Source: an optimization exercise on an open RTL-to-GDS flow (aim: small area). Production flows keep margins and buffers that such runs may drop.
At most, simulation tests tie the RTL to the original design; equivalence was not proved.
Power figures rest on the tool's default switching activity, not on a simulated workload. The flow treats the clock pin as an ideal source, which a real chip does not have.

==> flow/design.v <==
`timescale 1ns/1ns
package dram_pkg;
  localparam int ADDR_WIDTH = 32;
  localparam int CH_WIDTH   = 5;    
  localparam int BK_WIDTH   = 4;    
  localparam int ROW_WIDTH  = 14;
  localparam int COL_WIDTH  = 5;
  localparam int COL_LSB   = 3;
  localparam int BK_LSB    = 8;
  localparam int ROW_LSB   = 12;
  localparam int CH_LSB    = 26;
  localparam int RANGE_BIT = 31;    
  localparam int CFR_IDX_LSB = 3;   
  localparam int CFR_NUM     = 4;
  typedef logic [ADDR_WIDTH-1:0]      host_addr_t;
  typedef logic [CH_WIDTH-1:0]        ch_addr_t;
  typedef logic [BK_WIDTH-1:0]        bk_addr_t;
  typedef logic [ROW_WIDTH-1:0]       row_addr_t;
  typedef logic [COL_WIDTH-1:0]       col_addr_t;
  typedef logic [$clog2(CFR_NUM)-1:0] cfr_idx_t;
endpackage
`timescale 1ns/1ns
package dma_pkt_pkg;
  localparam int DATA_WIDTH = 64;
  localparam int MASK_WIDTH = DATA_WIDTH / 8;   
  typedef logic [DATA_WIDTH-1:0] data_t;
  typedef logic [MASK_WIDTH-1:0] mask_t;        
  typedef enum logic {
    DRAM_RANGE = 1'b0,
    CFR_RANGE  = 1'b1
  } addr_range_t;
  typedef enum logic {
    WRITE = 1'b0,
    READ  = 1'b1
  } req_type_t;
  typedef enum logic [1:0] {
    DEST_WR   = 2'd0,   
    DEST_RD   = 2'd1,   
    DEST_DREG = 2'd2    
  } dest_t;
endpackage
`timescale 1ns/1ns
`timescale 1ns/1ns
`timescale 1ns/1ns
`timescale 1ns/1ns
module dma_pgen #(
  parameter int QUE_DEPTH = 8,
  parameter int QUE_PFULL = 5
) (
  input  logic                   clk,
  input  logic                   rst,
  input  logic                   in_valid,
  output logic                   in_ready,
  input  dram_pkg::host_addr_t   in_addr,
  input  dma_pkt_pkg::data_t     in_data,
  input  dma_pkt_pkg::mask_t     in_mask,
  input  logic                   in_isrd,
  output logic                   icnt_valid,
  input  logic                   icnt_rdy,
  output dma_pkt_pkg::req_type_t icnt_req_type,
  output dram_pkg::ch_addr_t     icnt_ch,
  output dram_pkg::bk_addr_t     icnt_bk,
  output dram_pkg::row_addr_t    icnt_row,
  output dram_pkg::col_addr_t    icnt_col,
  output dma_pkt_pkg::data_t     icnt_data,
  output dma_pkt_pkg::mask_t     icnt_mask,
  output logic                   orde_valid,
  input  logic                   orde_rdy,
  output dram_pkg::ch_addr_t     orde_ch,
  output dram_pkg::bk_addr_t     orde_bk,
  output dram_pkg::row_addr_t    orde_row,
  output dram_pkg::col_addr_t    orde_col,
  output logic                   dreg_valid,
  input  logic                   dreg_rdy,
  output dma_pkt_pkg::data_t     dreg_data
);
  localparam int NSLOT = 6;    
  localparam int EW    = 102;  
  logic       init_done;   
  logic       dec_valid;   
  logic       dec_mk;      
  logic [2:0] tk_ptr;      
  logic [2:0] rd_ptr;      
  logic       empty, pfull, take, exq_wr, load, pop;
  logic [2:0] tk_nx, rd_nx, wr_ptr;
  assign tk_nx  = {tk_ptr[1:0], ~tk_ptr[2]};
  assign rd_nx  = {rd_ptr[1:0], ~rd_ptr[2]};
  assign empty  = (tk_ptr == rd_ptr);
  assign pfull  = (tk_nx == rd_ptr);      
  assign take   = dec_valid && !pfull;
  assign exq_wr = take && dec_mk;
  assign wr_ptr = (dec_valid && dec_mk) ? tk_nx : tk_ptr;
  assign in_ready = init_done && (!dec_valid || !pfull);
  assign load     = in_valid && in_ready;
  always_ff @(posedge clk or posedge rst) begin
    if (rst) begin
      init_done <= 1'b0;
      dec_valid <= 1'b0;
      tk_ptr    <= '0;
      rd_ptr    <= '0;
    end else begin
      init_done <= 1'b1;
      if (load)        dec_valid <= 1'b1;
      else if (!pfull) dec_valid <= 1'b0;
      if (exq_wr) tk_ptr <= tk_nx;
      if (pop)    rd_ptr <= rd_nx;
    end
  end
  logic        in_cfr;
  logic [1:0]  in_idx;
  logic [63:0] cfr_reg [4];
  logic [63:0] cfr_d;
  assign in_cfr = in_addr[31];
  assign in_idx = in_addr[4:3];
  logic        cfr_rd;
  assign cfr_rd = in_cfr && in_isrd;
  assign cfr_d  = in_data & {64{!(rst || cfr_rd)}};
  always_ff @(posedge clk) begin
    for (int r = 0; r < 4; r++) begin
      for (int b = 0; b < 8; b++) begin
        if (rst || (load && in_cfr && !in_isrd && in_idx == r && in_mask[b])) begin
          cfr_reg[r][8*b +: 8] <= cfr_d[8*b +: 8];
        end
      end
    end
  end
  logic [EW-1:0]    slot [NSLOT];
  logic [EW-1:0]    ent_d;
  logic [NSLOT-1:0] wr_sel, rd_sel;
  logic [63:0] ent_data;
  assign ent_data = cfr_d |
                    (cfr_reg[0] & {64{cfr_rd && in_idx == 2'd0}}) |
                    (cfr_reg[1] & {64{cfr_rd && in_idx == 2'd1}}) |
                    (cfr_reg[2] & {64{cfr_rd && in_idx == 2'd2}}) |
                    (cfr_reg[3] & {64{cfr_rd && in_idx == 2'd3}});
  assign ent_d = {in_cfr, in_isrd, in_addr[30:3], ent_data, in_mask};
  assign wr_sel = {wr_ptr[2] & ~wr_ptr[1], wr_ptr[1] & ~wr_ptr[0], wr_ptr[2] & wr_ptr[0],
                   ~wr_ptr[2] & wr_ptr[1], ~wr_ptr[1] & wr_ptr[0], ~wr_ptr[2] & ~wr_ptr[0]};
  assign rd_sel = {rd_ptr[2] & ~rd_ptr[1], rd_ptr[1] & ~rd_ptr[0], rd_ptr[2] & rd_ptr[0],
                   ~rd_ptr[2] & rd_ptr[1], ~rd_ptr[1] & rd_ptr[0], ~rd_ptr[2] & ~rd_ptr[0]};
  always_ff @(posedge clk) begin
    if (load) dec_mk <= !in_cfr || in_isrd;
    for (int k = 0; k < NSLOT; k++) begin
      if (load && wr_sel[k]) slot[k] <= ent_d;
    end
  end
  logic [EW-1:0] head;
  always_comb begin
    head = '0;
    for (int k = 0; k < NSLOT; k++) begin
      head = head | (slot[k] & {EW{rd_sel[k]}});
    end
  end
  logic h_cfr, h_rd;
  assign h_cfr = head[101];
  assign h_rd  = head[100];
  assign icnt_valid = !empty && !h_cfr && (!h_rd || orde_rdy);
  assign orde_valid = !empty && !h_cfr && h_rd && icnt_rdy;
  assign dreg_valid = !empty && h_cfr;
  assign pop        = !empty && (h_cfr ? dreg_rdy : (icnt_rdy && (!h_rd || orde_rdy)));
  assign icnt_req_type = dma_pkt_pkg::req_type_t'(h_rd);
  assign {icnt_ch, icnt_row, icnt_bk, icnt_col} = head[99:72];   
  assign {orde_ch, orde_row, orde_bk, orde_col} = head[99:72];
  assign icnt_data = head[71:8];
  assign dreg_data = head[71:8];
  assign icnt_mask = head[7:0];
endmodule
clock: 5.0 ns
lec_check: 0
cap_margin: 20
core_margin: 2
core_utilization: 40
slew_margin: 20
standard.sh (not shown) runs the stock make flow with config.mk's settings and CLKGATE_MAP_FILE= SYNTH_SCRIPT=/design/flow/synth_recipe.tcl, a recipe that flattens the netlist after the stock synthesis.
==> flow/flow/run.sh <==
#!/bin/bash
# Standard layout, with the smallest buffer on the ports and no CTS dummy loads.
set -euo pipefail
bash standard.sh \
  "BUFFER_PORTS_ARGS=-buffer_cell sky130_fd_sc_hd__buf_1" \
  "CTS_ARGS=-sink_clustering_enable -repair_clock_nets -dont_use_dummy_load -buf_list sky130_fd_sc_hd__clkbuf_16 -sink_clustering_size 30 -sink_clustering_max_diameter 90" \
  finish > standard.log 2>&1
Change:
--- a/flow/design.v
+++ b/flow/design.v
@@ -111,11 +111,9 @@
   logic [63:0] cfr_reg [4];
   logic [63:0] cfr_d;
   assign in_cfr = in_addr[31];
   assign in_idx = in_addr[4:3];
-  logic        cfr_rd;
-  assign cfr_rd = in_cfr && in_isrd;
-  assign cfr_d  = in_data & {64{!(rst || cfr_rd)}};
+  assign cfr_d  = rst ? '0 : in_data;
   always_ff @(posedge clk) begin
     for (int r = 0; r < 4; r++) begin
       for (int b = 0; b < 8; b++) begin
         if (rst || (load && in_cfr && !in_isrd && in_idx == r && in_mask[b])) begin
@@ -126,15 +124,10 @@
   end
   logic [EW-1:0]    slot [NSLOT];
   logic [EW-1:0]    ent_d;
   logic [NSLOT-1:0] wr_sel, rd_sel;
-  logic [63:0] ent_data;
-  assign ent_data = cfr_d |
-                    (cfr_reg[0] & {64{cfr_rd && in_idx == 2'd0}}) |
-                    (cfr_reg[1] & {64{cfr_rd && in_idx == 2'd1}}) |
-                    (cfr_reg[2] & {64{cfr_rd && in_idx == 2'd2}}) |
-                    (cfr_reg[3] & {64{cfr_rd && in_idx == 2'd3}});
-  assign ent_d = {in_cfr, in_isrd, in_addr[30:3], ent_data, in_mask};
+  assign ent_d = {in_cfr, in_isrd, in_addr[30:3],
+                  (in_cfr && in_isrd) ? cfr_reg[in_idx] : in_data, in_mask};
   assign wr_sel = {wr_ptr[2] & ~wr_ptr[1], wr_ptr[1] & ~wr_ptr[0], wr_ptr[2] & wr_ptr[0],
                    ~wr_ptr[2] & wr_ptr[1], ~wr_ptr[1] & wr_ptr[0], ~wr_ptr[2] & ~wr_ptr[0]};
   assign rd_sel = {rd_ptr[2] & ~rd_ptr[1], rd_ptr[1] & ~rd_ptr[0], rd_ptr[2] & rd_ptr[0],
                    ~rd_ptr[2] & rd_ptr[1], ~rd_ptr[1] & rd_ptr[0], ~rd_ptr[2] & ~rd_ptr[0]};
Outcome:
- worst hold slack is worse by 0.026 ns
- global-route usage falls by 0.29 points
- clock-buffer cell count rises by 1
- sequential share of layout area decreases by 1.7 points
- worst setup slack is better by 0.048 ns
- combinational power rises by about 0.7%
- critical path depth went down by 1
- synthesized area is higher by about 3%
- cell area goes up by about 2.4%
- flip-flop and latch count stays the same
- register-to-register slack improved by 0.22 ns


Another version of the RTL of dma_pgen (not shown whole).
Size: ~1700 cells after synthesis, ~880 flip-flops, roughly 32000 sq um of cells after synthesis.
==> module dma_pgen, before the edit <==
module dma_pgen #(
  parameter int QUE_DEPTH = 8,
  parameter int QUE_PFULL = 5
) (
  input  logic                   clk,
  input  logic                   rst,
  input  logic                   in_valid,
  output logic                   in_ready,
  input  dram_pkg::host_addr_t   in_addr,
  input  dma_pkt_pkg::data_t     in_data,
  input  dma_pkt_pkg::mask_t     in_mask,
  input  logic                   in_isrd,
  output logic                   icnt_valid,
  input  logic                   icnt_rdy,
  output dma_pkt_pkg::req_type_t icnt_req_type,
  output dram_pkg::ch_addr_t     icnt_ch,
  output dram_pkg::bk_addr_t     icnt_bk,
  output dram_pkg::row_addr_t    icnt_row,
  output dram_pkg::col_addr_t    icnt_col,
  output dma_pkt_pkg::data_t     icnt_data,
  output dma_pkt_pkg::mask_t     icnt_mask,
  output logic                   orde_valid,
  input  logic                   orde_rdy,
  output dram_pkg::ch_addr_t     orde_ch,
  output dram_pkg::bk_addr_t     orde_bk,
  output dram_pkg::row_addr_t    orde_row,
  output dram_pkg::col_addr_t    orde_col,
  output logic                   dreg_valid,
  input  logic                   dreg_rdy,
  output dma_pkt_pkg::data_t     dreg_data
);
  localparam int NSLOT = 6;    
  localparam int EW    = 102;  
  logic       init_done;   
  logic       dec_valid;   
  logic       dec_mk;      
  logic [2:0] tk_ptr;      
  logic [2:0] rd_ptr;      
  logic       empty, pfull, take, exq_wr, load, pop;
  logic [2:0] tk_nx, rd_nx, wr_ptr;
  assign tk_nx  = {tk_ptr[1:0], ~tk_ptr[2]};
  assign rd_nx  = {rd_ptr[1:0], ~rd_ptr[2]};
  assign empty  = (tk_ptr == rd_ptr);
  assign pfull  = (tk_nx == rd_ptr);      
  assign take   = dec_valid && !pfull;
  assign exq_wr = take && dec_mk;
  assign wr_ptr = (dec_valid && dec_mk) ? tk_nx : tk_ptr;
  assign in_ready = init_done && (!dec_valid || !pfull);
  assign load     = in_valid && in_ready;
  always_ff @(posedge clk or posedge rst) begin
    if (rst) begin
      init_done <= 1'b0;
      dec_valid <= 1'b0;
      tk_ptr    <= '0;
      rd_ptr    <= '0;
    end else begin
      init_done <= 1'b1;
      if (load)        dec_valid <= 1'b1;
      else if (!pfull) dec_valid <= 1'b0;
      if (exq_wr) tk_ptr <= tk_nx;
      if (pop)    rd_ptr <= rd_nx;
    end
  end
  logic        in_cfr;
  logic [1:0]  in_idx;
  logic [63:0] cfr_reg [4];
  assign in_cfr = in_addr[31];
  assign in_idx = in_addr[4:3];
  logic [3:0]  cfr_ok;
  logic        cfr_rd, cfr_wr, ok_sel;
  logic [7:0]  keep;          
  logic [63:0] ent_data;      
  assign cfr_rd = in_cfr && in_isrd;
  assign cfr_wr = load && in_cfr && !in_isrd;
  assign ok_sel = cfr_ok[in_idx];
  assign keep   = {8{!cfr_rd}} & ({8{!in_cfr || ok_sel}} | in_mask);
  always_ff @(posedge clk or posedge rst) begin
    if (rst) begin
      cfr_ok <= '0;
    end else if (cfr_wr) begin
      cfr_ok[in_idx] <= 1'b1;
    end
  end
  always_ff @(posedge clk) begin
    for (int r = 0; r < 4; r++) begin
      for (int b = 0; b < 8; b++) begin
        if (cfr_wr && in_idx == r && (in_mask[b] || !cfr_ok[r])) begin
          cfr_reg[r][8*b +: 8] <= ent_data[8*b +: 8];
        end
      end
    end
  end
  logic [EW-1:0]    slot [NSLOT];
  logic [EW-1:0]    ent_d;
  logic [3:0]  cfr_sel;
  assign cfr_sel = {4{cfr_rd}} & cfr_ok &
                   {in_idx == 2'd3, in_idx == 2'd2, in_idx == 2'd1, in_idx == 2'd0};
  for (genvar i = 0; i < 64; i++) begin : g_ent
    logic t0;
    aoi222 u_t0 (.a1(cfr_reg[0][i]), .a2(cfr_sel[0]), .b1(cfr_reg[1][i]), .b2(cfr_sel[1]),
                 .c1(cfr_reg[2][i]), .c2(cfr_sel[2]), .y(t0));
    ao221n u_t1 (.a1(cfr_reg[3][i]), .a2(cfr_sel[3]), .b1(in_data[i]), .b2(keep[i/8]), .cn(t0),
                 .y(ent_data[i]));
  end
  assign ent_d = {in_cfr, in_isrd, in_addr[30:3], ent_data, in_mask};
  localparam int NGRP = 6;
  localparam int GW   = EW / NGRP;
  logic [NSLOT-1:0] wr_en [NGRP];
  logic [EW-1:0]    head;
  for (genvar g = 0; g < NGRP; g++) begin : g_grp
    jdec_en u_wr (.en(load), .p(wr_ptr), .sel(wr_en[g]));
    head_grp #(.W(GW)) u_head (
      .p  (rd_ptr),
      .s0 (slot[0][g*GW +: GW]), .s1 (slot[1][g*GW +: GW]), .s2 (slot[2][g*GW +: GW]),
      .s3 (slot[3][g*GW +: GW]), .s4 (slot[4][g*GW +: GW]), .s5 (slot[5][g*GW +: GW]),
      .y  (head[g*GW +: GW])
    );
  end
  always_ff @(posedge clk) begin
    if (load) dec_mk <= !in_cfr || in_isrd;
    for (int k = 0; k < NSLOT; k++) begin
      for (int g = 0; g < NGRP; g++) begin
        if (wr_en[g][k]) slot[k][g*GW +: GW] <= ent_d[g*GW +: GW];
      end
    end
  end
  logic h_cfr, h_rd;
  assign h_cfr = head[101];
  assign h_rd  = head[100];
  assign icnt_valid = !empty && !h_cfr && (!h_rd || orde_rdy);
  assign orde_valid = !empty && !h_cfr && h_rd && icnt_rdy;
  assign dreg_valid = !empty && h_cfr;
  assign pop        = !empty && (h_cfr ? dreg_rdy : (icnt_rdy && (!h_rd || orde_rdy)));
  assign icnt_req_type = dma_pkt_pkg::req_type_t'(h_rd);
  assign {icnt_ch, icnt_row, icnt_bk, icnt_col} = head[99:72];   
  assign {orde_ch, orde_row, orde_bk, orde_col} = head[99:72];
  assign icnt_data = head[71:8];
  assign dreg_data = head[71:8];
  assign icnt_mask = head[7:0];
endmodule
==> module jdec_en, before the edit <==
module jdec_en (
  input  logic       en,
  input  logic [2:0] p,
  output logic [5:0] sel
);
  assign sel = {6{en}} & {p[2] & ~p[1], p[1] & ~p[0], p[2] & p[0],
                          ~p[2] & p[1], ~p[1] & p[0], ~p[2] & ~p[0]};
endmodule
==> module head_grp, before the edit <==
module head_grp #(
  parameter int W = 17
) (
  input  logic [2:0]   p,
  input  logic [W-1:0] s0, s1, s2, s3, s4, s5,
  output logic [W-1:0] y
);
  logic [5:0] sel;
  jdec_en u_dec (.en(1'b1), .p(p), .sel(sel));
  for (genvar i = 0; i < W; i++) begin : g_bit
    logic t0, t1;
    aoi222 u_t0 (.a1(s0[i]), .a2(sel[0]), .b1(s1[i]), .b2(sel[1]), .c1(s2[i]), .c2(sel[2]),
                 .y(t0));
    aoi222 u_t1 (.a1(s3[i]), .a2(sel[3]), .b1(s4[i]), .b2(sel[4]), .c1(s5[i]), .c2(sel[5]),
                 .y(t1));
    assign y[i] = !(t0 && t1);
  end
endmodule
==> flow/config.mk <==
export PLATFORM = sky130hd
export DESIGN_NAME = dma_pgen
export DESIGN_NICKNAME = dma_pgen
export VERILOG_FILES = /design/flow/design.v
export SDC_FILE = /design/flow/constraint.sdc
export NUM_CORES = 4
export LEC_CHECK = 0
export CAP_MARGIN = 20
export CORE_MARGIN = 2
export CORE_UTILIZATION = 50
export SLEW_MARGIN = 20
export SYNTH_HIERARCHICAL = 1
export SYNTH_MINIMUM_KEEP_SIZE = 0
==> flow/constraint.sdc <==
create_clock -name core_clock -period 5.0 [get_ports {clk}]
set_input_delay 1.0000 -clock core_clock [delete_from_list [all_inputs] [get_ports {clk}]]
set_output_delay 1.0000 -clock core_clock [all_outputs]
set_load 0.01 [all_outputs]
Scripts as last shown in full above: flow/flow/run.sh
Edit:
--- a/flow/design.v
+++ b/flow/design.v
@@ -136,8 +136,9 @@
     end
   end
   logic [EW-1:0]    slot [NSLOT];
   logic [EW-1:0]    ent_d;
+  logic [NSLOT-1:0] wr_sel, rd_sel;
   logic [3:0]  cfr_sel;
   assign cfr_sel = {4{cfr_rd}} & cfr_ok &
                    {in_idx == 2'd3, in_idx == 2'd2, in_idx == 2'd1, in_idx == 2'd0};
   for (genvar i = 0; i < 64; i++) begin : g_ent
@@ -147,28 +148,26 @@
     ao221n u_t1 (.a1(cfr_reg[3][i]), .a2(cfr_sel[3]), .b1(in_data[i]), .b2(keep[i/8]), .cn(t0),
                  .y(ent_data[i]));
   end
   assign ent_d = {in_cfr, in_isrd, in_addr[30:3], ent_data, in_mask};
-  localparam int NGRP = 6;
-  localparam int GW   = EW / NGRP;
-  logic [NSLOT-1:0] wr_en [NGRP];
-  logic [EW-1:0]    head;
-  for (genvar g = 0; g < NGRP; g++) begin : g_grp
-    jdec_en u_wr (.en(load), .p(wr_ptr), .sel(wr_en[g]));
-    head_grp #(.W(GW)) u_head (
-      .p  (rd_ptr),
-      .s0 (slot[0][g*GW +: GW]), .s1 (slot[1][g*GW +: GW]), .s2 (slot[2][g*GW +: GW]),
-      .s3 (slot[3][g*GW +: GW]), .s4 (slot[4][g*GW +: GW]), .s5 (slot[5][g*GW +: GW]),
-      .y  (head[g*GW +: GW])
-    );
-  end
+  assign wr_sel = {wr_ptr[2] & ~wr_ptr[1], wr_ptr[1] & ~wr_ptr[0], wr_ptr[2] & wr_ptr[0],
+                   ~wr_ptr[2] & wr_ptr[1], ~wr_ptr[1] & wr_ptr[0], ~wr_ptr[2] & ~wr_ptr[0]};
+  assign rd_sel = {rd_ptr[2] & ~rd_ptr[1], rd_ptr[1] & ~rd_ptr[0], rd_ptr[2] & rd_ptr[0],
+                   ~rd_ptr[2] & rd_ptr[1], ~rd_ptr[1] & rd_ptr[0], ~rd_ptr[2] & ~rd_ptr[0]};
   always_ff @(posedge clk) begin
     if (load) dec_mk <= !in_cfr || in_isrd;
     for (int k = 0; k < NSLOT; k++) begin
-      for (int g = 0; g < NGRP; g++) begin
-        if (wr_en[g][k]) slot[k][g*GW +: GW] <= ent_d[g*GW +: GW];
-      end
+      if (load && wr_sel[k]) slot[k] <= ent_d;
     end
+  end
+  logic [EW-1:0] head;
+  for (genvar i = 0; i < EW; i++) begin : g_head
+    logic t0, t1;
+    aoi222 u_t0 (.a1(slot[0][i]), .a2(rd_sel[0]), .b1(slot[1][i]), .b2(rd_sel[1]),
+                 .c1(slot[2][i]), .c2(rd_sel[2]), .y(t0));
+    aoi222 u_t1 (.a1(slot[3][i]), .a2(rd_sel[3]), .b1(slot[4][i]), .b2(rd_sel[4]),
+                 .c1(slot[5][i]), .c2(rd_sel[5]), .y(t1));
+    assign head[i] = !(t0 && t1);
   end
   logic h_cfr, h_rd;
   assign h_cfr = head[101];
   assign h_rd  = head[100];
@@ -194,30 +193,4 @@
   output logic y
 );
   assign y = (a1 && a2) || (b1 && b2) || !cn;
 endmodule
-module jdec_en (
-  input  logic       en,
-  input  logic [2:0] p,
-  output logic [5:0] sel
-);
-  assign sel = {6{en}} & {p[2] & ~p[1], p[1] & ~p[0], p[2] & p[0],
-                          ~p[2] & p[1], ~p[1] & p[0], ~p[2] & ~p[0]};
-endmodule
-module head_grp #(
-  parameter int W = 17
-) (
-  input  logic [2:0]   p,
-  input  logic [W-1:0] s0, s1, s2, s3, s4, s5,
-  output logic [W-1:0] y
-);
-  logic [5:0] sel;
-  jdec_en u_dec (.en(1'b1), .p(p), .sel(sel));
-  for (genvar i = 0; i < W; i++) begin : g_bit
-    logic t0, t1;
-    aoi222 u_t0 (.a1(s0[i]), .a2(sel[0]), .b1(s1[i]), .b2(sel[1]), .c1(s2[i]), .c2(sel[2]),
-                 .y(t0));
-    aoi222 u_t1 (.a1(s3[i]), .a2(sel[3]), .b1(s4[i]), .b2(sel[4]), .c1(s5[i]), .c2(sel[5]),
-                 .y(t1));
-    assign y[i] = !(t0 && t1);
-  end
-endmodule
Outcome: The changed run produced a clean layout. Total power goes up by 8.2%. Wire length goes down by 0.94%. Synthesized cell count goes down by 2.8%. Final cell count goes down by 2.8%. Register-to-register slack improves by 0.70 ns. Non-clock buffer count goes up by 17. Clock-buffer cell count goes down by 1. Utilization goes up by 0.45 points.
Function not checked in the first run of this note: the RTL went through the layout flow alone.

-- separate check: timing with driven ports --
The flow's constraints put no driver on any port. The routed layouts listed below were extracted and timed again, unchanged, in two steps. Step 1 (the two cells are an assumption about what drives the block):
set clk [get_ports {clk}]
set_driving_cell -lib_cell sky130_fd_sc_hd__clkbuf_16 $clk
set_driving_cell -lib_cell sky130_fd_sc_hd__buf_2 [delete_from_list [all_inputs] $clk]
Step 2 moves the port delays by t, midway between the first and last clock arrival at a register: inputs arrive t later, outputs are due t later. That takes back most of the time a late clock gives input paths. Three values: ideal, step 1, step 2; two values: the first two.
run	t (ns)	setup WS [ns]	worst hold slack (ns)	worst register clock-pin slew, ns	cell pins on the clock port's net
the first run of note 1	0.635	0.774 / 0.710 / 1.345	0.613 / 0.613 / 0.613	0.11 / 0.11	1
the second run of note 1	0.631	0.822 / 0.759 / 1.315	0.587 / 0.587 / 0.587	0.11 / 0.11	1
the first run of note 2	0.621	0.774 / 0.714 / 0.829	0.427 / 0.418 / 0.587	0.11 / 0.11	1
the second run of note 2	0.641	0.702 / 0.642 / 1.206	0.481 / 0.442 / 0.570	0.11 / 0.11	1
After both steps setup and hold are still met in every run listed.
